This design comes from an exercise in tuning for small area, a short achievable clock period and few clock cycles per item on the open sky130 flow, not from production work. RTL that was checked went through simulation tests only; none was proved equivalent to the original. Function not checked in run 3: the RTL went through the layout flow alone.

==> design/flow/design.v <==
`default_nettype none
package ssps_pkg;
  localparam int ADDR_BITS = 24;
  localparam int FRAC_BITS = 16;
  localparam int POS_W     = ADDR_BITS + 1;
  localparam int DELTA_W   = 32;
  localparam int Y_W       = 28;    
  localparam int SMP_W     = 16;
  localparam int VOL_W     = 9;
  localparam int VAL_W     = 8;
  localparam int ROW_W     = 12;
  localparam int BASE_W    = 10;
  localparam int CFG_W     = 32;
  localparam int IDX_W     = 3;
  localparam int IN_W      = 48;
  localparam int OUT_W     = 48;
  localparam int WD_W      = 26;    
  typedef enum logic [IDX_W-1:0] {
    CFG_LOOP_MODE    = 3'd0,
    CFG_WIDE_SAMPLES = 3'd1,
    CFG_VOLUME       = 3'd2,
    CFG_SAMPLE_END   = 3'd3,
    CFG_LOOP_BEGIN   = 3'd4,
    CFG_LOOP_SPAN    = 3'd5,
    CFG_STEP_DELTA   = 3'd6,
    CFG_BASELINE_ROW = 3'd7
  } cfg_idx_e;
  typedef enum logic [1:0] {
    PR_IDLE = 2'd0,
    PR_A    = 2'd1,
    PR_DIV  = 2'd2,
    PR_RS   = 2'd3
  } prep_e;
  typedef enum logic [2:0] {
    SL_IDLE = 3'd0,
    SL_P    = 3'd1,
    SL_B    = 3'd2,
    SL_E    = 3'd3,
    SL_DIV  = 3'd4,
    SL_AP   = 3'd5,
    SL_CV   = 3'd6
  } slow_e;
endpackage
`default_nettype wire
`default_nettype none
import ssps_pkg::*;
module sample_scope_position_stepper (
  input  wire logic                        clk_i,
  input  wire logic                        rst_ni,
  input  wire logic                        cfg_valid_i,
  output logic                             cfg_ready_o,
  input  wire logic [ssps_pkg::IDX_W-1:0]  cfg_index_i,
  input  wire logic [ssps_pkg::CFG_W-1:0]  cfg_data_i,
  input  wire logic                        s_axis_tvalid_i,
  output logic                             s_axis_tready_o,
  input  wire logic [ssps_pkg::IN_W-1:0]   s_axis_tdata_i,
  input  wire logic                        s_axis_tuser_i,
  output logic                             m_axis_tvalid_o,
  input  wire logic                        m_axis_tready_i,
  output logic [ssps_pkg::OUT_W-1:0]       m_axis_tdata_o
);
  logic [1:0]           mode_q;
  logic                 wide_q;
  logic [VOL_W-1:0]     vol_q;
  logic [POS_W-1:0]     end_q;
  logic [ADDR_BITS-1:0] beg_q;
  logic [POS_W-1:0]     span_q;
  logic [DELTA_W-1:0]   delta_q;
  logic [BASE_W-1:0]    base_row_q;
  logic wr_mode, wr_end, wr_beg, wr_span, wr_delta;
  assign cfg_ready_o = 1'b1;
  assign wr_mode  = cfg_valid_i && cfg_index_i == CFG_LOOP_MODE;
  assign wr_end   = cfg_valid_i && cfg_index_i == CFG_SAMPLE_END;
  assign wr_beg   = cfg_valid_i && cfg_index_i == CFG_LOOP_BEGIN;
  assign wr_span  = cfg_valid_i && cfg_index_i == CFG_LOOP_SPAN;
  assign wr_delta = cfg_valid_i && cfg_index_i == CFG_STEP_DELTA;
  logic signed [Y_W-1:0] e_s, b_s, s_s, d_s;
  logic [FRAC_BITS-1:0]  dfrac;
  logic                  sge2;
  assign e_s   = Y_W'(end_q);
  assign b_s   = Y_W'(beg_q);
  assign s_s   = Y_W'(span_q);
  assign d_s   = Y_W'(delta_q[DELTA_W-1:FRAC_BITS]);
  assign dfrac = delta_q[FRAC_BITS-1:0];
  assign sge2  = |span_q[POS_W-1:1];
  logic [POS_W-1:0]      r0_q;      
  logic signed [Y_W-1:0] rs_q;      
  logic                  exact_q;   
  logic                  nr_q, nex_q, ncv_q;    
  logic            a_v_q, a_user_q;
  logic [WD_W-1:0] a_dat_q;
  logic            in_acc;
  logic signed [Y_W-1:0] y_q, y_d;
  logic                  raw_q, raw_d;    
  logic                  back_q, back_d;
  logic                  act_q, act_d;
  logic [FRAC_BITS-1:0]  frac_q, frac_d;
  logic                  cy_q, cy_d;      
  logic                  b_v_q, b_v_d;
  logic [15:0]           psum_q, pcar_q;    
  logic                  pc8_q;             
  logic                  vact_q;
  logic                  o_v_q;
  logic [POS_W-1:0]      pos_q;
  logic [VAL_W-1:0]      oval_q;
  logic [ROW_W-1:0]      orow_q;
  logic                  oback_q, oact_q;
  logic                  c_free, c_load;
  assign c_free = !o_v_q || m_axis_tready_i;
  assign c_load = b_v_q && c_free;
  ssps_pkg::prep_e pr_q;
  ssps_pkg::prep_e pr_d;
  ssps_pkg::slow_e sl_q;
  ssps_pkg::slow_e sl_d;
  logic signed [Y_W-1:0] ps_q, ps_d;
  logic                  fwdres_q, fwdres_d;
  logic [POS_W-1:0]      rem_q, rem_d;
  logic [4:0]            cnt_q, cnt_d;
  logic [POS_W-1:0]      r0_d;
  logic signed [Y_W-1:0] rs_d;
  logic                  exact_d, nr_d, nex_d, ncv_d;
  logic b_free, prep_busy, can_proc, proc_start, proc_col;
  assign prep_busy  = nr_q || nex_q || ncv_q;
  assign b_free     = !b_v_q || c_free;
  assign can_proc   = a_v_q && b_free && (sl_q == SL_IDLE) && (!a_user_q || !prep_busy);
  assign proc_start = can_proc && !a_user_q;
  assign proc_col   = can_proc && a_user_q;
  assign s_axis_tready_o = !a_v_q || can_proc;
  assign in_acc          = s_axis_tvalid_i && s_axis_tready_o;
  logic dir;
  assign dir = back_q && mode_q[1];
  logic signed [Y_W-1:0] x, ys, yr, yg, wsel;
  logic bnc, win, sat, fast, wrap_ok;
  logic [Y_W:0] x_w, yr_w, yg_w;
  assign x_w  = {y_q, 1'b1} + {d_s, cy_q};
  assign yr_w = {y_q, 1'b1} + {Y_W'(r0_q), cy_q};
  assign yg_w = {y_q, 1'b1} + {rs_q, cy_q};
  assign x    = x_w[Y_W:1];
  assign ys   = y_q + s_s;
  assign yr   = yr_w[Y_W:1];
  assign yg   = yg_w[Y_W:1];
  assign bnc  = !x[Y_W-1];
  assign win  = (!ys[Y_W-1] && y_q[Y_W-1]) || (y_q == '0 && yg[Y_W-1]);
  assign sat  = y_q[Y_W-2] && !y_q[Y_W-1];
  assign wsel = yr[Y_W-1] ? yr : yg;
  assign wrap_ok = win && exact_q;
  always_comb begin
    if (mode_q == 2'd0)  fast = 1'b1;
    else if (!dir)       fast = !bnc || (wrap_ok && sge2);
    else                 fast = wrap_ok && (sge2 || !bnc);
  end
  localparam int NSRC = 8;
  localparam int S_Y = 0, S_POS = 1, S_PS = 2, S_REM = 3, S_TRIAL = 4, S_D = 5, S_R0 = 6, S_E = 7;
  localparam int G_CONV = NSRC, G_SUBS = NSRC + 1, G_DDIR = NSRC + 2, G_DONE = NSRC + 3,
                 G_AP = NSRC + 4, G_W = NSRC + 5;
  logic [G_W-1:0] gop_q, gop_d, gop;
  logic signed [Y_W-1:0] ga_a, ga_b, ga_s;
  logic [Y_W:0]          ga_w;
  logic                  ga_d, ga_ci;
  logic [POS_W-1:0]      ga_cl;
  logic [POS_W:0]        trial;
  logic                  ga_c_op;
  assign trial   = {rem_q, ps_q[Y_W-1]};
  assign ga_c_op = b_v_q && !raw_q;    
  assign gop = gop_q;
  always_comb begin
    ga_a = '0;
    if (gop[S_Y])     ga_a = ga_a | y_q;
    if (gop[S_POS])   ga_a = ga_a | Y_W'(pos_q);
    if (gop[S_PS])    ga_a = ga_a | ps_q;
    if (gop[S_REM])   ga_a = ga_a | Y_W'(rem_q);
    if (gop[S_TRIAL]) ga_a = ga_a | Y_W'(trial);
    if (gop[S_D])     ga_a = ga_a | d_s;
    if (gop[S_R0])    ga_a = ga_a | Y_W'(r0_q);
    if (gop[S_E])     ga_a = ga_a | e_s;
    ga_d  = (gop[G_DDIR] && dir) || gop[G_DONE] || (gop[G_AP] && !fwdres_q);
    if (gop[G_SUBS])      ga_b = ~s_s;
    else if (gop[G_AP])   ga_b = fwdres_q ? b_s : e_s;
    else if (ga_d)        ga_b = b_s;
    else if (gop[G_CONV]) ga_b = ~e_s;
    else                  ga_b = e_s;
    ga_ci = gop[G_SUBS] || (gop[G_CONV] && !ga_d);
  end
  assign ga_w = {ga_a ^ {Y_W{ga_d && !gop[G_SUBS]}}, 1'b1} + {ga_b, ga_ci};
  assign ga_s = ga_w[Y_W:1];
  always_comb begin
    if (ga_s[Y_W-1])             ga_cl = '0;
    else if (|ga_s[Y_W-2:POS_W]) ga_cl = '1;
    else                         ga_cl = ga_s[POS_W-1:0];
  end
  localparam int PW = 24;
  logic [SMP_W-1:0] smp;
  logic [PW-1:0]    pp [VOL_W];
  assign smp = a_dat_q[SMP_W-1:0];
  assign pp[0] = PW'({~(vol_q[0] & smp[SMP_W-1]), vol_q[0] & smp[SMP_W-1],
                      {(SMP_W-1){vol_q[0]}} & smp[SMP_W-2:0]});
  for (genvar i = 1; i < VOL_W; i++) begin : g_pp
    assign pp[i] = PW'({~(vol_q[i] & smp[SMP_W-1]), {(SMP_W-1){vol_q[i]}} & smp[SMP_W-2:0]}) << i;
  end
  function automatic logic [2*PW-1:0] csa(input logic [PW-1:0] a, input logic [PW-1:0] b,
                                          input logic [PW-1:0] c);
    csa = {((a & b) | (a & c) | (b & c)) << 1, a ^ b ^ c};
  endfunction
  logic [2*PW-1:0] t1, t2, t3, t4, t5, t6, t7;
  assign t1 = csa(pp[0], pp[1], pp[2]);
  assign t2 = csa(pp[3], pp[4], pp[5]);
  assign t3 = csa(pp[6], pp[7], pp[8]);
  assign t4 = csa(t1[PW-1:0], t1[2*PW-1:PW], t2[PW-1:0]);
  assign t5 = csa(t2[2*PW-1:PW], t3[PW-1:0], t3[2*PW-1:PW]);
  assign t6 = csa(t4[PW-1:0], t4[2*PW-1:PW], t5[PW-1:0]);
  assign t7 = csa(t6[PW-1:0], t6[2*PW-1:PW], t5[2*PW-1:PW]);
  logic [8:0] plo;
  assign plo = {1'b0, t7[7:0]} + {1'b0, t7[PW+7:PW]};
  logic [16:0]      phi;
  logic [VAL_W-1:0] vraw;
  assign phi  = {psum_q, 1'b1} + {pcar_q, pc8_q};
  assign vraw = wide_q ? phi[16:9] : phi[8:1];
  logic [FRAC_BITS:0] fsum;
  logic               fits;
  logic [POS_W-1:0]   rem_step;
  logic               skip;
  ssps_pkg::slow_e    sl_n;    
  assign fits     = !ga_s[Y_W-1];
  assign rem_step = fits ? ga_s[POS_W-1:0] : trial[POS_W-1:0];
  assign skip     = (rem_q == '0) && (ps_q[Y_W-1 -: 4] == 4'd0) && (cnt_q >= 5'd4);
  always_comb begin
    y_d      = y_q;
    raw_d    = raw_q;
    back_d   = back_q;
    act_d    = act_q;
    frac_d   = frac_q;
    b_v_d    = b_v_q && !c_free;
    pr_d     = pr_q;
    sl_n     = sl_q;
    ps_d     = ps_q;
    fwdres_d = fwdres_q;
    rem_d    = rem_q;
    cnt_d    = cnt_q;
    r0_d     = r0_q;
    rs_d     = rs_q;
    exact_d  = exact_q;
    nr_d     = nr_q;
    nex_d    = nex_q;
    ncv_d    = ncv_q;
    if (ga_c_op) begin
    end else if (sl_q != SL_IDLE) begin
      case (sl_q)
        SL_P: begin
          ps_d = ga_s;
          sl_n = dir ? SL_B : SL_E;
        end
        SL_B: begin
          if (!ga_s[Y_W-1]) begin
            back_d   = 1'b0;
            fwdres_d = 1'b1;
            ps_d     = {ga_s[Y_W-3:0], 2'b00};
            rem_d    = '0;
            cnt_d    = 5'd26;
            sl_n     = sge2 ? SL_DIV : SL_AP;
          end else begin
            sl_n = SL_E;
          end
        end
        SL_E: begin
          if (!ga_s[Y_W-1]) begin
            if (mode_q[1]) back_d = 1'b1;
            fwdres_d = !mode_q[1];
            ps_d     = {ga_s[Y_W-3:0], 2'b00};
            rem_d    = '0;
            cnt_d    = 5'd26;
            sl_n     = sge2 ? SL_DIV : SL_AP;
          end else begin
            sl_n = SL_CV;
          end
        end
        SL_DIV: begin
          if (skip) begin
            ps_d  = ps_q <<< 4;
            cnt_d = cnt_q - 5'd4;
          end else begin
            rem_d = rem_step;
            ps_d  = ps_q <<< 1;
            cnt_d = cnt_q - 5'd1;
            if (cnt_q == 5'd1) sl_n = SL_AP;
          end
        end
        SL_AP: begin
          ps_d = Y_W'(ga_cl);
          sl_n = SL_CV;
        end
        default: begin
          y_d   = ga_s;
          b_v_d = 1'b1;
          sl_n  = SL_IDLE;
        end
      endcase
    end else if (nr_q) begin
      case (pr_q)
        PR_DIV: begin
          if (skip) begin
            ps_d  = ps_q <<< 4;
            cnt_d = cnt_q - 5'd4;
          end else begin
            rem_d = rem_step;
            ps_d  = ps_q <<< 1;
            cnt_d = cnt_q - 5'd1;
            if (cnt_q == 5'd1) begin
              r0_d = rem_step;
              pr_d = PR_RS;
            end
          end
        end
        PR_RS: begin
          rs_d = ga_s;
          nr_d = 1'b0;
          pr_d = PR_IDLE;
        end
        default: begin
          rem_d = '0;
          ps_d  = {delta_q[DELTA_W-1:FRAC_BITS], 12'd0};
          cnt_d = 5'd16;
          if (sge2 && !ga_s[Y_W-1]) begin
            pr_d = PR_DIV;
          end else begin
            r0_d = POS_W'(delta_q[DELTA_W-1:FRAC_BITS]);
            pr_d = PR_RS;
          end
        end
      endcase
    end else if (nex_q) begin
      exact_d = (ga_s == b_s);
      nex_d   = 1'b0;
    end else if (ncv_q) begin
      y_d   = ga_s;
      raw_d = 1'b0;
      ncv_d = 1'b0;
    end
    sl_d = sl_n;
    if (proc_start) begin
      y_d    = Y_W'(a_dat_q[ADDR_BITS-1:0]);
      raw_d  = 1'b1;
      ncv_d  = 1'b1;
      back_d = a_dat_q[ADDR_BITS];
      act_d  = a_dat_q[ADDR_BITS+1];
      frac_d = '0;
      b_v_d  = 1'b1;
    end else if (proc_col) begin
      frac_d = frac_q + dfrac;
      if (fast) begin
        b_v_d = 1'b1;
        if (mode_q == 2'd0) begin
          y_d = sat ? y_q : x;
          if (bnc) act_d = 1'b0;
        end else begin
          y_d = bnc ? wsel : x;
          if (bnc && mode_q[1]) back_d = !back_q;
        end
      end else begin
        y_d  = x;
        sl_d = SL_P;
      end
    end
    if (wr_span || wr_delta) begin
      nr_d = 1'b1;
      pr_d = PR_A;
    end
    if (wr_span || wr_beg || wr_end) nex_d = 1'b1;
    if (wr_mode || wr_beg || wr_end) ncv_d = 1'b1;
    fsum = {1'b0, frac_d} + {1'b0, dfrac};
    cy_d = fsum[FRAC_BITS];
    gop_d = '0;
    if (proc_col || (!raw_d && ((b_v_q && !c_free) || (sl_q == SL_CV && !ga_c_op)))) begin
      gop_d[S_Y]    = 1'b1;
      gop_d[G_DDIR] = 1'b1;
    end else case (sl_n)
      SL_B:   begin gop_d[S_PS] = 1'b1;    gop_d[G_CONV] = 1'b1; gop_d[G_DONE] = 1'b1; end
      SL_E:   begin gop_d[S_PS] = 1'b1;    gop_d[G_CONV] = 1'b1; end
      SL_DIV: begin gop_d[S_TRIAL] = 1'b1; gop_d[G_SUBS] = 1'b1; end
      SL_AP:  begin gop_d[S_REM] = 1'b1;   gop_d[G_AP] = 1'b1; end
      SL_CV:  begin gop_d[S_PS] = 1'b1;    gop_d[G_CONV] = 1'b1; gop_d[G_DDIR] = 1'b1; end
      default: begin
        if (nr_d) begin
          gop_d[G_SUBS] = 1'b1;
          case (pr_d)
            PR_DIV:  gop_d[S_TRIAL] = 1'b1;
            PR_RS:   gop_d[S_R0] = 1'b1;
            default: gop_d[S_D] = 1'b1;
          endcase
        end else if (nex_d) begin
          gop_d[G_SUBS] = 1'b1;
          gop_d[S_E] = 1'b1;
        end else if (ncv_d) begin
          gop_d[G_CONV]  = 1'b1;
          gop_d[G_DDIR] = 1'b1;
          if (raw_d) gop_d[S_Y] = 1'b1;
          else       gop_d[S_POS] = 1'b1;
        end else begin
          gop_d[S_Y] = 1'b1;
          gop_d[G_DDIR]    = 1'b1;
        end
      end
    endcase
  end
  always_ff @(posedge clk_i or negedge rst_ni) begin
    if (!rst_ni) begin
      mode_q     <= '0;
      wide_q     <= 1'b0;
      vol_q      <= '0;
      end_q      <= '0;
      beg_q      <= '0;
      span_q     <= '0;
      delta_q    <= '0;
      base_row_q <= '0;
      a_v_q      <= 1'b0;
      y_q        <= '0;
      raw_q      <= 1'b0;
      back_q     <= 1'b0;
      act_q      <= 1'b0;
      frac_q     <= '0;
      cy_q       <= 1'b0;
      b_v_q      <= 1'b0;
      o_v_q      <= 1'b0;
      pos_q      <= '0;
      pr_q       <= PR_A;
      sl_q       <= SL_IDLE;
      nr_q       <= 1'b1;
      nex_q      <= 1'b1;
      ncv_q      <= 1'b0;
      gop_q      <= G_W'((1 << S_D) | (1 << G_SUBS));
    end else begin
      if (cfg_valid_i) begin
        case (cfg_index_i)
          CFG_LOOP_MODE:    mode_q     <= cfg_data_i[1:0];
          CFG_WIDE_SAMPLES: wide_q     <= cfg_data_i[0];
          CFG_VOLUME:       vol_q      <= cfg_data_i[VOL_W-1:0];
          CFG_SAMPLE_END:   end_q      <= cfg_data_i[POS_W-1:0];
          CFG_LOOP_BEGIN:   beg_q      <= cfg_data_i[ADDR_BITS-1:0];
          CFG_LOOP_SPAN:    span_q     <= cfg_data_i[POS_W-1:0];
          CFG_STEP_DELTA:   delta_q    <= cfg_data_i[DELTA_W-1:0];
          CFG_BASELINE_ROW: base_row_q <= cfg_data_i[BASE_W-1:0];
          default: ;
        endcase
      end
      if (in_acc)        a_v_q <= 1'b1;
      else if (can_proc) a_v_q <= 1'b0;
      y_q    <= y_d;
      raw_q  <= raw_d;
      back_q <= back_d;
      act_q  <= act_d;
      frac_q <= frac_d;
      cy_q   <= cy_d;
      b_v_q  <= b_v_d;
      pr_q   <= pr_d;
      sl_q   <= sl_d;
      nr_q   <= nr_d;
      nex_q  <= nex_d;
      ncv_q  <= ncv_d;
      gop_q  <= gop_d;
      if (c_load) begin
        o_v_q <= 1'b1;
        pos_q <= raw_q ? y_q[POS_W-1:0] : ga_cl;
      end else if (m_axis_tready_i) begin
        o_v_q <= 1'b0;
      end
    end
  end
  always_ff @(posedge clk_i) begin
    if (in_acc) begin
      a_user_q <= s_axis_tuser_i;
      a_dat_q  <= s_axis_tuser_i ? WD_W'(s_axis_tdata_i[ADDR_BITS+2 +: SMP_W])
                                 : s_axis_tdata_i[WD_W-1:0];
    end
    if (can_proc) begin
      psum_q <= t7[PW-1:8];
      pcar_q <= t7[2*PW-1:PW+8];
      pc8_q  <= plo[8];
      vact_q <= a_user_q && act_q;
    end
    if (c_load) begin
      oval_q  <= vact_q ? vraw : '0;
      orow_q  <= ROW_W'(base_row_q) - ROW_W'($signed(vact_q ? vraw : '0));
      oback_q <= back_q;
      oact_q  <= act_q;
    end
    ps_q     <= ps_d;
    fwdres_q <= fwdres_d;
    rem_q    <= rem_d;
    cnt_q    <= cnt_d;
    r0_q     <= r0_d;
    rs_q     <= rs_d;
    exact_q  <= exact_d;
  end
  assign m_axis_tvalid_o = o_v_q;
  assign m_axis_tdata_o  = {2'b00, oback_q, oact_q,
                            pos_q[ADDR_BITS] ? {ADDR_BITS{1'b1}} : pos_q[ADDR_BITS-1:0],
                            orow_q, oval_q};
endmodule
`default_nettype wire
==> design/flow/run.sh <==
#!/bin/bash
# synth_recipe.tcl (not shown) runs the flow's synth.tcl, then flattens the netlist and writes it again
# the make line also repeats each setting of config.mk as NAME=value (left out here)
make -C /OpenROAD-flow-scripts/flow DESIGN_CONFIG=/design/flow/config.mk WORK_HOME=/design/flow/orfs CLKGATE_MAP_FILE= SYNTH_SCRIPT=/design/flow/synth_recipe.tcl finish
==> design/flow/config.mk <==
export PLATFORM = sky130hd
export DESIGN_NAME = sample_scope_position_stepper
export DESIGN_NICKNAME = sample_scope_position_stepper
export VERILOG_FILES = /design/flow/design.v
export SDC_FILE = /design/flow/constraint.sdc
export NUM_CORES = 4
export LEC_CHECK = 0
export CAP_MARGIN = 20
export CORE_MARGIN = 2
export CORE_UTILIZATION = 40
export SETUP_SLACK_MARGIN = 2
export SLEW_MARGIN = 20
==> design/flow/constraint.sdc <==
create_clock -name core_clock -period 7.0 [get_ports {clk_i}]
set_input_delay 1.4000 -clock core_clock [delete_from_list [all_inputs] [get_ports {clk_i}]]
set_output_delay 1.4000 -clock core_clock [all_outputs]
set_load 0.01 [all_outputs]
==> summary.md, run 1 <==
| Metric | Value |
|---|---|
| Hold_buf cts | `0` |
| Overall routing resource usage | `27.9%` |
| Port-buffer cells | `130` |
| Layout Cell Area excl Fill | `37800 um^2` |
| Core footprint | `~81000 um^2` |
| Antenna violations before repair | `14` |
| Crit path kind | `reg2reg` |
| Post-synth top cells | `nor2_1 (285), a21oi_1 (248), dfrtp_1 (219)` |
| Crit end category | `flip-flop` |
| CTS tree | `yes` |
| Yosys warnings | `2` |
| Post-synth top flop | `dfrtp_1` |
| Initial DRC count | `3131` |
| Max Cap Viol | `0` |
| CTS buffer count | `51` |
| Top cell type's share of synthesized area | `18.0%` |
| Fmax | `~200 MHz` |
| Largest net degree at the start of global routing | `140` |
| Final count of hold timing violations | `0` |
| Slew headroom | `~25%` |
| Critical Path RT | `around 7.4 ns` |
| Mapped Cells | `3408` |
| Total number of vias | `approximately 28000` |
| Clk latency of the worst-skew pair | `0.64 ns` |
| Final Core Density | `a little under half` |
| Worst Tran Pin Value | `1.12 ns` |
| Tcrit/Tclk final | `between 70% and 80%` |
| Pre-antenna DRT Iters | `8` |
| Die area | `84000 um^2` |
| Synth Area per Inst | `around 9.6 um^2` |
| Final min period | `5.02 ns` |
| Yosys top cell by area | `edfxtp_1` |
| Fill count | `approximately 7700` |
| RSZ-0062 raised after global routing | `yes` |
| Via/cell ratio | `about 6.1` |
| Placed Instance Area | `35400 um^2` |
| Max Slew Vio Count | `0` |
| Final non-filler cell total | `4642` |
| Setup TNS | `0 ns` |
| Root Buffer | `clkbuf_16` |
| Number of global-route vias before repair | `27000` |
| Routability Congestion | `0.987` |
| HP Class | `reg2reg` |
| Gr ovfl total | `0` |
| Routed WL per cell | `around 26 um` |
| Placed insts | `4513` |
| Htree depth | `2` |
| #FFs+latches synth | `420` |
| DPL Wire Length | `91.4 mm` |
| Layout area overhead | `15.6%` |
| Status | `timing/DRC/antenna clean` |
| Worst EP arrival | `5.39 ns` |
| Die Span X | `290 um` |
| Clk buf depth | `3` |
| Worst Skew | `between 0.04 and 0.05 ns` |
| Clock sink total | `420` |
| Most common cell in the netlist | `nor2_1` |
| Post-synth EDFFs | `196` |
| Setup slack after placement | `1.33 ns` |
| Total length of routed wires | `121 mm` |
| Mapped cell area | `between 30000 and 40000 um^2` |
| Worst-path clk slew | `0.07 ns` |
| Asr flop ratio synth | `53.3%` |
| Fin nets | `3931` |
| Sequential-to-total area share from yosys stat | `35.2%` |
| Initial Util | `40.5%` |
| Die H | `290 um` |
| Synth unique cells | `between 90 and 100` |
| Share of cells above drive strength 1 | `13.4%` |
| DRC Markers | `0` |
| Site Rows | `104` |
| First-pass GRT wire length | `roughly 180 mm` |
| Hold Worst Slack | `0.476 ns` |
| Setup ws final | `1.98 ns` |
| Worst Path Max Fanout | `20` |
| Largest cells by area after synthesis | `edfxtp_1 (18%), dfrtp_1 (17%), ha_1 (7.5%)` |
| Count of final setup violators | `0` |
| I/O Pins | `140` |
| Remaining antenna violation count | `0` |
| Startpoint Class | `flip-flop` |
-- per-layer routing --
metal | track usage [%] | vias to the layer above | routed length, um
li1 | - | 12700 | -
met1 | 38.1 | 13900 | 50200
met2 | 43.4 | 1424 | 54100
met3 | 4.68 | 289 | 10700
met4 | 12.4 | 2 | 6210
met5 | 0 | - | 20
-- flip-flops by register name, summed over array words and instances, names as in the netlist, 26 cells and up --
name,flops
y_q,28
ps_q,28
delta_q,32
a_dat_q,26
rs_q,28
-- cells in the final DEF (no fill, tap or decap), types with 134 or more instances in the layout --
cell type	n
nor2_1	281
a21oi_1	244
o21ai_0	159
dfrtp_1	209
mux2_2	149
and2_1	134
ha_1	192
inv_1	168
edfxtp_1	196
nand2_1	204
-- cells by family (layout without fill, tap and decap cells) --
group	Yosys count	after routing	share of synthesized area (%)
AOI/OAI and AO/OA	906	906	18.1
DFF	420	420	35.2
other	2	4	0.0230
adders and majority gates	303	303	14.1
xor gates and xnor gates	205	206	5.54
buffers and inverters	344	515	4.13
and+or+nand+nor	989	989	15.0
muxes	239	239	7.89
-- final cells by class --
type | instances | area [um^2] | share of cell area (%)
timing repair buffer | 246 | 2320 | 6.13
clock buffer | 67 | 1430 | 3.78
antenna | 1 | 2.50 | 0.00662
inverter | 174 | 671 | 1.77
multi-input combinational | 2646 | 20200 | 53.5
tap | 1060 | 1330 | 3.51
clock inverter | 28 | 323 | 0.854
sequential | 420 | 11500 | 30.5
-- final timing paths --
kind / from / endpoint / depth (start not counted) / slack, ns
worst max-delay path: gop_q[6] / cnt_q[0] / 19 / 1.98
worst min-delay path: act_q / oact_q / 0 / 0.48
worst max register to register: gop_q[6] / cnt_q[0] / 19 / 1.98
worst min register to register: act_q / oact_q / 0 / 0.48
max in group asynchronous: rst_ni / gop_q[6] / 2 / 4.92
min in group asynchronous: rst_ni / delta_q[9] / 1 / 0.76
-- repair_timing --
item,4_1_cts,5_1_grt
buffers inserted,7,22
gates resized for setup,30,51
gates cloned,0,4
setup endpoints to repair,210,130
pin swaps,4,11
-- critical path, cell delays in order, from the launching register on --
cell	delay [ns]
dfrtp_4	0.55
clkbuf_4	0.23
a222oi_1	0.43
nand3_1	0.25
xor2_1	0.22
ha_1	0.33
and2_4	0.18
a21o_1	0.18
a221o_1	0.34
a21o_1	0.21
nor3_4	0.27
a211oi_2	0.12
or3_4	0.51
buf_12	0.17
clkinv_8	0.12
nor2_4	0.05
nor2_4	0.13
nor4_4	0.06
buf_4	0.21
clkbuf_16	0.20
Testbench counts, summed over its fixed seeds: cycles 4,885, items 3,802.
==> run 2, diff against run 1 <==
--- a/design/flow/config.mk
+++ b/design/flow/config.mk
@@ -8,5 +8,5 @@
 export CAP_MARGIN = 20
 export CORE_MARGIN = 2
 export CORE_UTILIZATION = 40
-export SETUP_SLACK_MARGIN = 2
+export SETUP_SLACK_MARGIN = 2.5
 export SLEW_MARGIN = 20
==> summary.md, run 2 <==
| Metric | Value |
|---|---|
| Crit end category | `flip-flop` |
| Max Slew Vio Count | `0 (unchanged)` |
| Largest cells by area after synthesis | `edfxtp_1 (18%), dfrtp_1 (17%), ha_1 (7.5%)` |
| Synth Area in Compound Gates | `18.1% (unchanged)` |
| Tcrit/Tclk final | `67.5% (-4.3 points)` |
| Antenna violations before repair | `11 (-3)` |
| Remaining antenna violation count | `0 (unchanged)` |
| Final count of hold timing violations | `0 (unchanged)` |
| Final non-filler cell total | `4754 (+2.4%)` |
| Post-synth top cells | `nor2_1 (285), a21oi_1 (248), dfrtp_1 (219)` |
| Yosys top cell by area | `edfxtp_1` |
| Crit path kind | `reg2reg` |
| Post-synth top flop | `dfrtp_1` |
| Worst Tran Pin Value | `1.27 ns (+0.146 ns)` |
| Mux share of post-synthesis cell area | `7.89% (unchanged)` |
| Largest Register | `delta_q` |
| Routed WL per cell | `26.5 um (+1.4%)` |
| Critical Path RT | `7.37 ns (about the same)` |
| Root Buffer | `clkbuf_16` |
| Slew headroom | `15.2% (-9.8 points)` |
| Top cell type's share of synthesized area | `18.0% (unchanged)` |
| Share of cells above drive strength 1 | `20.2% (+6.8 points)` |
| Largest family of logic cells by synthesized area | `compound AO/OA/AOI/OAI gates` |
| Port-buffer cells | `130 (unchanged)` |
| Htree depth | `2 (unchanged)` |
| CTS buffer count | `52 (+2.0%)` |
| Synth Area per Inst | `9.59 um^2 (unchanged)` |
| Die Span X | `290 um (unchanged)` |
| Asr flop ratio synth | `53.3% (unchanged)` |
| Startpoint Class | `flip-flop` |
| Total number of vias | `29000 (+2.7%)` |
| DPL Wire Length | `91.7 mm (+0.26%)` |
| Sequential-to-total area share from yosys stat | `35.2% (unchanged)` |
| Via/cell ratio | `6.10 (+0.29%)` |
| Gr ovfl total | `0 (unchanged)` |
| Yosys warnings | `2 (unchanged)` |
| Worst-path clk slew | `0.07 ns (about the same)` |
| Routability Congestion | `1.01 (+1.9%)` |
| Placed insts | `4513 (unchanged)` |
| Setup TNS | `0 ns (unchanged)` |
| RSZ-0062 raised after global routing | `yes` |
| Mapped Cells | `3408 (unchanged)` |
| Worst EP arrival | `5.10 ns (-0.29 ns)` |
| Total length of routed wires | `126 mm (+3.9%)` |
| Most frequent cells in the layout | `nor2_1 (262), a21oi_1 (220), dfrtp_1 (207)` |
| Post-synthesis adder-cell area fraction | `14.1% (unchanged)` |
| Antenna cells | `0 (-1)` |
| Clk buf depth | `3 (unchanged)` |
| Overall routing resource usage | `28.8% (+0.97 points)` |
| Pre-antenna DRT Iters | `8 (unchanged)` |
| First-pass GRT wire length | `182 mm (+3.1%)` |
| Fmax | `212 MHz (+6.4%)` |
| Site Rows | `104 (unchanged)` |
| I/O Pins | `140 (unchanged)` |
| Final min period | `4.72 ns (-0.302 ns)` |
| Fin nets | `4042 (+2.8%)` |
| Die area | `84000 um^2 (unchanged)` |
| Worst Skew | `0.0243 ns (-0.0213 ns)` |
| HP Class | `reg2reg` |
| Largest register FFs | `32 (unchanged)` |
| Number of global-route vias before repair | `27500 (+2.0%)` |
| Synth unique cells | `99 (unchanged)` |
| Clock sink total | `420 (unchanged)` |
| Xor/xnor cell area share of the yosys netlist | `5.54% (unchanged)` |
| Synth Area in Simple Gates | `15.0% (unchanged)` |
| Most common cell after layout, fill and taps aside | `nor2_1` |
| DRC Markers | `0 (unchanged)` |
| Max Cap Viol | `0 (unchanged)` |
| Worst Path Max Fanout | `6 (-70%)` |
| Die H | `290 um (unchanged)` |
| Largest net degree at the start of global routing | `130 (-7.1%)` |
| Count of final setup violators | `0 (unchanged)` |
| Initial Util | `40.5% (unchanged)` |
| Clk latency of the worst-skew pair | `0.63 ns (about the same)` |
| Status | `timing/DRC/antenna clean` |
| Layout area overhead | `22.7%` |
| Initial DRC count | `3524 (+13%)` |
| #FFs+latches synth | `420 (unchanged)` |
| Post-synth EDFFs | `196 (unchanged)` |
| Most common cell in the netlist | `nor2_1` |
| CTS tree | `yes` |
| Mapped cell area | `32700 um^2 (unchanged)` |
| Core footprint | `80700 um^2 (unchanged)` |
==> run 2: cell type report <==
cell class	instances	area, um^2
fillers	7539	40600
multi-input cells	2649	21200
flip-flops and latches	420	11500
repair buffers	351	3570
clock buffers	71	1500
well taps	1060	1330
inverters	174	671
clock inverters	27	255
repair inverters	2	27.5
==> run 2: final timing paths <==
check                                  end  cells past startpoint         from  slack, ns
min in group asynchronous       delta_q[9]                      1       rst_ni       0.79
worst min register to register       act_q                      2  a_dat_q[25]       0.46
max in group asynchronous          y_q[16]                      2       rst_ni       4.84
worst min-delay path                 act_q                      2  a_dat_q[25]       0.46
worst max register to register    ps_q[18]                     18     gop_q[1]       2.28
worst max-delay path              ps_q[18]                     18     gop_q[1]       2.28
==> run 2: cells by family after synthesis <==
logic type | after synthesis
buf+inv | 344
mux | 239
xor+xnor | 205
fa+ha+maj | 303
flops | 420
other cells | 2
simple gates | 989
compound gates | 906
==> run 2: routing by layer <==
layer	GRT usage, %	vias to the layer above	routed length, um
li1	-	12900	-
met1	38.3	14200	50200
met2	45.9	1562	57000
met3	5.83	307	12600
met4	12.0	0	6280
met5	0	-	0
==> run 2: per-stage QoR <==
stage	utilization [%]	setup slack, ns	cell area [um^2]	hold WS, ns
5_1_grt	49.7	2.16	40100	0.488
6_report	49.7	2.28	40100	0.465
3_3_place_gp	43.9	1.38	35400	0.446
4_1_cts	47.8	2.46	38600	0.469
3_5_place_dp	43.9	1.33	35400	0.456
2_1_floorplan	-	2.03	32800	0.426
==> run 2: timing repair <==
action | in CTS | in global routing
resized for setup | 144 | 227
hold buffers | 0 | 0
setup buffers | 75 | 51
gates cloned | 9 | 8
pin swaps | 74 | 111
endpoints found under the setup margin | 245 | 216
==> run 2: critical path: stages, from the launching register on <==
cell and delay, ns:
dfrtp_4 0.55, a222oi_1 0.42, nand3_1 0.28, xor2_1 0.24, ha_1 0.34, a21o_1 0.21
a21o_1 0.15, a221o_1 0.32, buf_4 0.15, or3b_4 0.37, o211a_1 0.24, o22a_2 0.23
xnor2_4 0.16, buf_12 0.15, and2_4 0.22, buf_6 0.13, a21oi_2 0.04, o21ai_1 0.17
o21ai_1 0.10
==> run 3, diff against run 2 <==
--- a/design/flow/design.v
+++ b/design/flow/design.v
@@ -112,7 +112,6 @@
   ssps_pkg::prep_e pr_d;
   ssps_pkg::slow_e sl_q;
   ssps_pkg::slow_e sl_d;
-  logic signed [Y_W-1:0] ps_q, ps_d;
   logic                  fwdres_q, fwdres_d;
   logic [POS_W-1:0]      rem_q, rem_d;
   logic [4:0]            cnt_q, cnt_d;
@@ -140,7 +139,7 @@
   assign yr   = yr_w[Y_W:1];
   assign yg   = yg_w[Y_W:1];
   assign bnc  = !x[Y_W-1];
-  assign win  = (!ys[Y_W-1] && y_q[Y_W-1]) || (y_q == '0 && yg[Y_W-1]);
+  assign win  = !ys[Y_W-1] && y_q[Y_W-1];
   assign sat  = y_q[Y_W-2] && !y_q[Y_W-1];
   assign wsel = yr[Y_W-1] ? yr : yg;
   assign wrap_ok = win && exact_q;
@@ -160,14 +159,13 @@
   logic [POS_W-1:0]      ga_cl;
   logic [POS_W:0]        trial;
   logic                  ga_c_op;
-  assign trial   = {rem_q, ps_q[Y_W-1]};
+  assign trial   = {rem_q, (sl_q == SL_IDLE) ? delta_q[FRAC_BITS + 5'(cnt_q - 5'd1)] : y_q[Y_W-1]};
   assign ga_c_op = b_v_q && !raw_q;    
   assign gop = gop_q;
   always_comb begin
     ga_a = '0;
     if (gop[S_Y])     ga_a = ga_a | y_q;
     if (gop[S_POS])   ga_a = ga_a | Y_W'(pos_q);
-    if (gop[S_PS])    ga_a = ga_a | ps_q;
     if (gop[S_REM])   ga_a = ga_a | Y_W'(rem_q);
     if (gop[S_TRIAL]) ga_a = ga_a | Y_W'(trial);
     if (gop[S_D])     ga_a = ga_a | d_s;
@@ -222,7 +220,7 @@
   ssps_pkg::slow_e    sl_n;    
   assign fits     = !ga_s[Y_W-1];
   assign rem_step = fits ? ga_s[POS_W-1:0] : trial[POS_W-1:0];
-  assign skip     = (rem_q == '0) && (ps_q[Y_W-1 -: 4] == 4'd0) && (cnt_q >= 5'd4);
+  assign skip     = (rem_q == '0) && (y_q[Y_W-1 -: 4] == 4'd0) && (cnt_q >= 5'd4);
   always_comb begin
     y_d      = y_q;
     raw_d    = raw_q;
@@ -232,7 +230,6 @@
     b_v_d    = b_v_q && !c_free;
     pr_d     = pr_q;
     sl_n     = sl_q;
-    ps_d     = ps_q;
     fwdres_d = fwdres_q;
     rem_d    = rem_q;
     cnt_d    = cnt_q;
@@ -246,14 +243,14 @@
     end else if (sl_q != SL_IDLE) begin
       case (sl_q)
         SL_P: begin
-          ps_d = ga_s;
+          y_d  = ga_s;
           sl_n = dir ? SL_B : SL_E;
         end
         SL_B: begin
           if (!ga_s[Y_W-1]) begin
             back_d   = 1'b0;
             fwdres_d = 1'b1;
-            ps_d     = {ga_s[Y_W-3:0], 2'b00};
+            y_d      = {ga_s[Y_W-3:0], 2'b00};
             rem_d    = '0;
             cnt_d    = 5'd26;
             sl_n     = sge2 ? SL_DIV : SL_AP;
@@ -265,7 +262,7 @@
           if (!ga_s[Y_W-1]) begin
             if (mode_q[1]) back_d = 1'b1;
             fwdres_d = !mode_q[1];
-            ps_d     = {ga_s[Y_W-3:0], 2'b00};
+            y_d      = {ga_s[Y_W-3:0], 2'b00};
             rem_d    = '0;
             cnt_d    = 5'd26;
             sl_n     = sge2 ? SL_DIV : SL_AP;
@@ -275,17 +272,17 @@
         end
         SL_DIV: begin
           if (skip) begin
-            ps_d  = ps_q <<< 4;
+            y_d   = y_q <<< 4;
             cnt_d = cnt_q - 5'd4;
           end else begin
             rem_d = rem_step;
-            ps_d  = ps_q <<< 1;
+            y_d   = y_q <<< 1;
             cnt_d = cnt_q - 5'd1;
             if (cnt_q == 5'd1) sl_n = SL_AP;
           end
         end
         SL_AP: begin
-          ps_d = Y_W'(ga_cl);
+          y_d  = Y_W'(ga_cl);
           sl_n = SL_CV;
         end
         default: begin
@@ -297,17 +294,11 @@
     end else if (nr_q) begin
       case (pr_q)
         PR_DIV: begin
-          if (skip) begin
-            ps_d  = ps_q <<< 4;
-            cnt_d = cnt_q - 5'd4;
-          end else begin
-            rem_d = rem_step;
-            ps_d  = ps_q <<< 1;
-            cnt_d = cnt_q - 5'd1;
-            if (cnt_q == 5'd1) begin
-              r0_d = rem_step;
-              pr_d = PR_RS;
-            end
+          rem_d = rem_step;
+          cnt_d = cnt_q - 5'd1;
+          if (cnt_q == 5'd1) begin
+            r0_d = rem_step;
+            pr_d = PR_RS;
           end
         end
         PR_RS: begin
@@ -317,7 +308,6 @@
         end
         default: begin
           rem_d = '0;
-          ps_d  = {delta_q[DELTA_W-1:FRAC_BITS], 12'd0};
           cnt_d = 5'd16;
           if (sge2 && !ga_s[Y_W-1]) begin
             pr_d = PR_DIV;
@@ -373,11 +363,11 @@
       gop_d[S_Y]    = 1'b1;
       gop_d[G_DDIR] = 1'b1;
     end else case (sl_n)
-      SL_B:   begin gop_d[S_PS] = 1'b1;    gop_d[G_CONV] = 1'b1; gop_d[G_DONE] = 1'b1; end
-      SL_E:   begin gop_d[S_PS] = 1'b1;    gop_d[G_CONV] = 1'b1; end
+      SL_B:   begin gop_d[S_Y] = 1'b1;    gop_d[G_CONV] = 1'b1; gop_d[G_DONE] = 1'b1; end
+      SL_E:   begin gop_d[S_Y] = 1'b1;    gop_d[G_CONV] = 1'b1; end
       SL_DIV: begin gop_d[S_TRIAL] = 1'b1; gop_d[G_SUBS] = 1'b1; end
       SL_AP:  begin gop_d[S_REM] = 1'b1;   gop_d[G_AP] = 1'b1; end
-      SL_CV:  begin gop_d[S_PS] = 1'b1;    gop_d[G_CONV] = 1'b1; gop_d[G_DDIR] = 1'b1; end
+      SL_CV:  begin gop_d[S_Y] = 1'b1;    gop_d[G_CONV] = 1'b1; gop_d[G_DDIR] = 1'b1; end
       default: begin
         if (nr_d) begin
           gop_d[G_SUBS] = 1'b1;
@@ -482,7 +472,6 @@
       oback_q <= back_q;
       oact_q  <= act_q;
     end
-    ps_q     <= ps_d;
     fwdres_q <= fwdres_d;
     rem_q    <= rem_d;
     cnt_q    <= cnt_d;
--- a/design/flow/config.mk
+++ b/design/flow/config.mk
@@ -8,5 +8,5 @@
 export CAP_MARGIN = 20
 export CORE_MARGIN = 2
 export CORE_UTILIZATION = 40
-export SETUP_SLACK_MARGIN = 2.5
+export SETUP_SLACK_MARGIN = 2
 export SLEW_MARGIN = 20
==> summary.md, run 3 <==
| Metric | Value |
|---|---|
| Yosys top cell by area | `dfrtp_1` |
| Post-synth top cells | `nand2_1 (225), dfrtp_1 (218), a21oi_1 (216)` |
| CP Buf/Inv Count | `8 (+5)` |
| Most common cell after layout, fill and taps aside | `nand2_1` |
| Root Buffer | `clkbuf_16` |
| Count of final setup violators | `0 (unchanged)` |
| Die H | `285 um (-1.8%)` |
| Worst EP arrival | `5.45 ns (+0.35 ns)` |
| Max Cap Viol | `0 (unchanged)` |
| Largest Register | `delta_q` |
| Status | `timing/DRC/antenna clean` |
| Most frequent cells in the layout | `nand2_1 (221), dfrtp_1 (216), ha_1 (195)` |
| Most common cell in the netlist | `nand2_1` |
| Critical Path RT | `7.34 ns (-0.03 ns)` |
| Synth Area per Inst | `9.53 um^2 (-0.60%)` |
| Port-buffer cells | `130 (unchanged)` |
| Max Slew Vio Count | `0 (unchanged)` |
| Routed WL per cell | `25.0 um (-5.8%)` |
| Reg2reg setup slack | `1.89 ns (-0.39 ns)` |
| Htree depth | `2 (unchanged)` |
| CTS tree | `yes` |
| Layout Cell Area excl Fill | `38400 um^2 (-4.3%)` |
| Pre-antenna DRT Iters | `6 (-2)` |
| Sequential-to-total area share from yosys stat | `33.7% (-1.4 points)` |
| Largest regs | `delta_q: 32 flops, rs_q: 28 flops, y_q: 28 flops` |
| Post-synth top flop | `dfrtp_1` |
| RSZ-0062 raised after global routing | `yes` |
| Final min period | `5.11 ns (+0.390 ns)` |
| Hold_buf cts | `0 (unchanged)` |
| Worst-path clk slew | `0.06 ns (about the same)` |
| HP Class | `reg2reg` |
| Placed insts | `4408 (-2.3%)` |
| Tcrit/Tclk final | `73.0% (+5.6 points)` |
| Clk latency of the worst-skew pair | `0.63 ns (about the same)` |
| Max incr delay on CP | `0.46 ns (-0.09 ns)` |
| I/O Pins | `140 (unchanged)` |
| Die area | `81000 um^2 (-3.5%)` |
| CTS buffer count | `48 (-7.7%)` |
| Largest net degree at the start of global routing | `86 (-34%)` |
| #FFs+latches synth | `391 (-6.9%)` |
| Largest register FFs | `32 (unchanged)` |
| Gr ovfl total | `0 (unchanged)` |
| Total number of vias | `27600 (-4.7%)` |
| Overall routing resource usage | `27.6% (-1.3 points)` |
| Synth unique cells | `95 (-4.0%)` |
| Remaining antenna violation count | `0 (unchanged)` |
| Top cell type's share of synthesized area | `17.3% (-0.70 points)` |
| Core footprint | `77700 um^2 (-3.7%)` |
| Slew headroom | `20.3% (+5.1 points)` |
| Final non-filler cell total | `4601 (-3.2%)` |
| Worst Tran Pin Value | `1.20 ns (-0.0725 ns)` |
| Post-synth EDFFs | `168 (-14%)` |
| Site Rows | `102 (-1.9%)` |
| Mapped Cells | `3306 (-3.0%)` |
| Layout area overhead | `21.8%` |
| DPL Wire Length | `83.6 mm (-8.8%)` |
| DRC Markers | `0 (unchanged)` |
| Crit end category | `flip-flop` |
| CP max stage cell | `edfxtp_1` |
| Final count of hold timing violations | `0 (unchanged)` |
| Clock sink total | `391 (-6.9%)` |
| Clk buf depth | `3 (unchanged)` |
| Worst Path Max Fanout | `7 (+1)` |
| Initial Util | `40.5% (about the same)` |
| Initial DRC count | `3134 (-11%)` |
| Crit path kind | `reg2reg` |
| Setup TNS | `0 ns (unchanged)` |
| Family with the most delay on the worst path | `compound AO/OA/AOI/OAI gates` |
| Total length of routed wires | `115 mm (-8.8%)` |
| Largest cells by area after synthesis | `dfrtp_1 (17%), edfxtp_1 (16%), ha_1 (7.8%)` |
| Asr flop ratio synth | `57.0% (+3.7 points)` |
| Number of global-route vias before repair | `26300 (-4.4%)` |
| Via/cell ratio | `6.01 (-1.5%)` |
| Fmax | `196 MHz (-7.6%)` |
| Yosys warnings | `2 (unchanged)` |
| Routability Congestion | `0.983 (-2.3%)` |
| Share of cells above drive strength 1 | `19.6% (-0.62 points)` |
| Startpoint Class | `flip-flop` |
| Worst Skew | `0.0336 ns (+0.00923 ns)` |
| Antenna violations before repair | `6 (-5)` |
| First-pass GRT wire length | `170 mm (-7.0%)` |
| Die Span X | `285 um (-1.8%)` |
| Fin nets | `3913 (-3.2%)` |
| Placed Instance Area | `34300 um^2 (-3.2%)` |
| Mapped cell area | `31500 um^2 (-3.6%)` |
==> run 3: cell count changes in the layout (fill, tap and decap cells not counted), moves of 28 or more <==
cell	delta
nor2_1	-76
o21ai_0	+34
a21oi_1	-32
mux2i_1	-30
edfxtp_1	-28
==> run 3: layout make-up <==
type,count,area [um^2]
fill,7156,39300
multi-input combinational,2562,20700
sequential,391,10600
timing repair buffer,335,3380
clock buffer,71,1370
tap,1040,1300
inverter,181,711
clock inverter,18,262
timing repair inverter,2,22.5
antenna,1,2.50
==> run 3: what timing repair did <==
| item | 4_1_cts | 5_1_grt |
|---|---|---|
| pin swaps | 44 | 67 |
| setup buffers | 67 | 25 |
| gates cloned | 8 | 3 |
| gates resized for setup | 121 | 222 |
| setup endpoints to repair | 184 | 175 |
==> run 3: per-stage QoR <==
| step | hold slack, ns | worst slack (ns) | util [%] |
|---|---|---|---|
| after floorplan | 0.415 | 2.01 | - |
| after global placement | 0.502 | 0.779 | 44.1 |
| after detailed placement | 0.501 | 0.758 | 44.1 |
| after CTS | 0.514 | 1.89 | 47.9 |
| after global routing | 0.528 | 1.74 | 49.4 |
| final | 0.513 | 1.89 | 49.4 |
==> run 3: routing by layer <==
| layer | GRT usage (%) | routed length (um) | vias up |
|---|---|---|---|
| met5 | 0 | 0 | - |
| met1 | 39.3 | 49400 | 13600 |
| met3 | 5.71 | 11700 | 257 |
| met2 | 40.9 | 48700 | 1391 |
| li1 | - | - | 12400 |
| met4 | 10.6 | 5120 | 0 |
==> run 3: worst reg2reg max path, stage by stage, from the launching register on <==
cell       delay (ns)
edfxtp_1         0.46
inv_2            0.07
ha_4             0.29
mux4_2           0.29
mux2_4           0.29
o2111ai_4        0.22
o21ai_4          0.11
a21oi_2          0.17
xnor2_1          0.11
inv_1            0.08
fa_2             0.23
nor2b_4          0.05
o31a_1           0.31
o211ai_2         0.26
a21oi_2          0.14
o311ai_4         0.24
buf_6            0.19
nand2_8          0.07
xnor2_4          0.19
buf_12           0.17
inv_16           0.05
o32ai_2          0.08
nand2_1          0.15
a31oi_4          0.20
buf_6            0.16
buf_12           0.11
buf_16           0.11
==> run 3: path summary, 6_finish.rpt <==
path / from / to / cells past startpoint
worst max-delay path: cnt_q[0] / rem_q[1] / 26
worst min-delay path: base_row_q[0] / base_row_q[0] / 1
max in group asynchronous: rst_ni / end_q[4] / 2
worst min register to register: base_row_q[0] / base_row_q[0] / 1
worst max register to register: cnt_q[0] / rem_q[1] / 26
min in group asynchronous: rst_ni / pos_q[22] / 1
==> run 3: cell families (layout without fill, tap and decap cells) <==
kind of cell | count (synthesis) | count (layout) | synth area share [%]
simple gates | 915 | 915 | 14.4
mux | 234 | 234 | 8.28
compound gates | 905 | 905 | 18.8
other cells | 2 | 4 | 0.0238
fa+ha+maj | 303 | 303 | 14.6
buf+inv | 354 | 607 | 4.43
flops | 391 | 391 | 33.7
xor+xnor | 202 | 202 | 5.67

## separate check: timing with driven ports
How much do the figures lean on ideal ports? The routed layouts below were timed once more, with nothing changed but the port constraints.
Step 1 sets driving cells, clkbuf_16 on the clock port and buf_2 on the other inputs (assumed; they add their load-dependent delay and slew).
Step 2 moves the port delays by t, midway between the first and last clock arrival at a register: inputs arrive t later, outputs are due t later. That takes back most of the time a late clock gives input paths.
a / b / c = no drivers / after step 1 / after step 2; a / b = the first two.
run	shift t [ns]	setup WS [ns]	latest minus earliest clock arrival (ns)	slew at the worst register clock pin (ns)
run 1	0.685	1.976 / 1.976 / 1.796	0.045 / 0.046	0.07 / 0.07
run 2	0.689	2.278 / 2.278 / 2.184	0.024 / 0.025	0.07 / 0.07
run 3	0.678	1.888 / 1.888 / 1.814	0.034 / 0.035	0.06 / 0.06
After both steps every run listed still meets setup and hold. The setup slack of run 1, which loses most, moves by 0.000 ns with the drivers and by -0.180 ns with both steps.
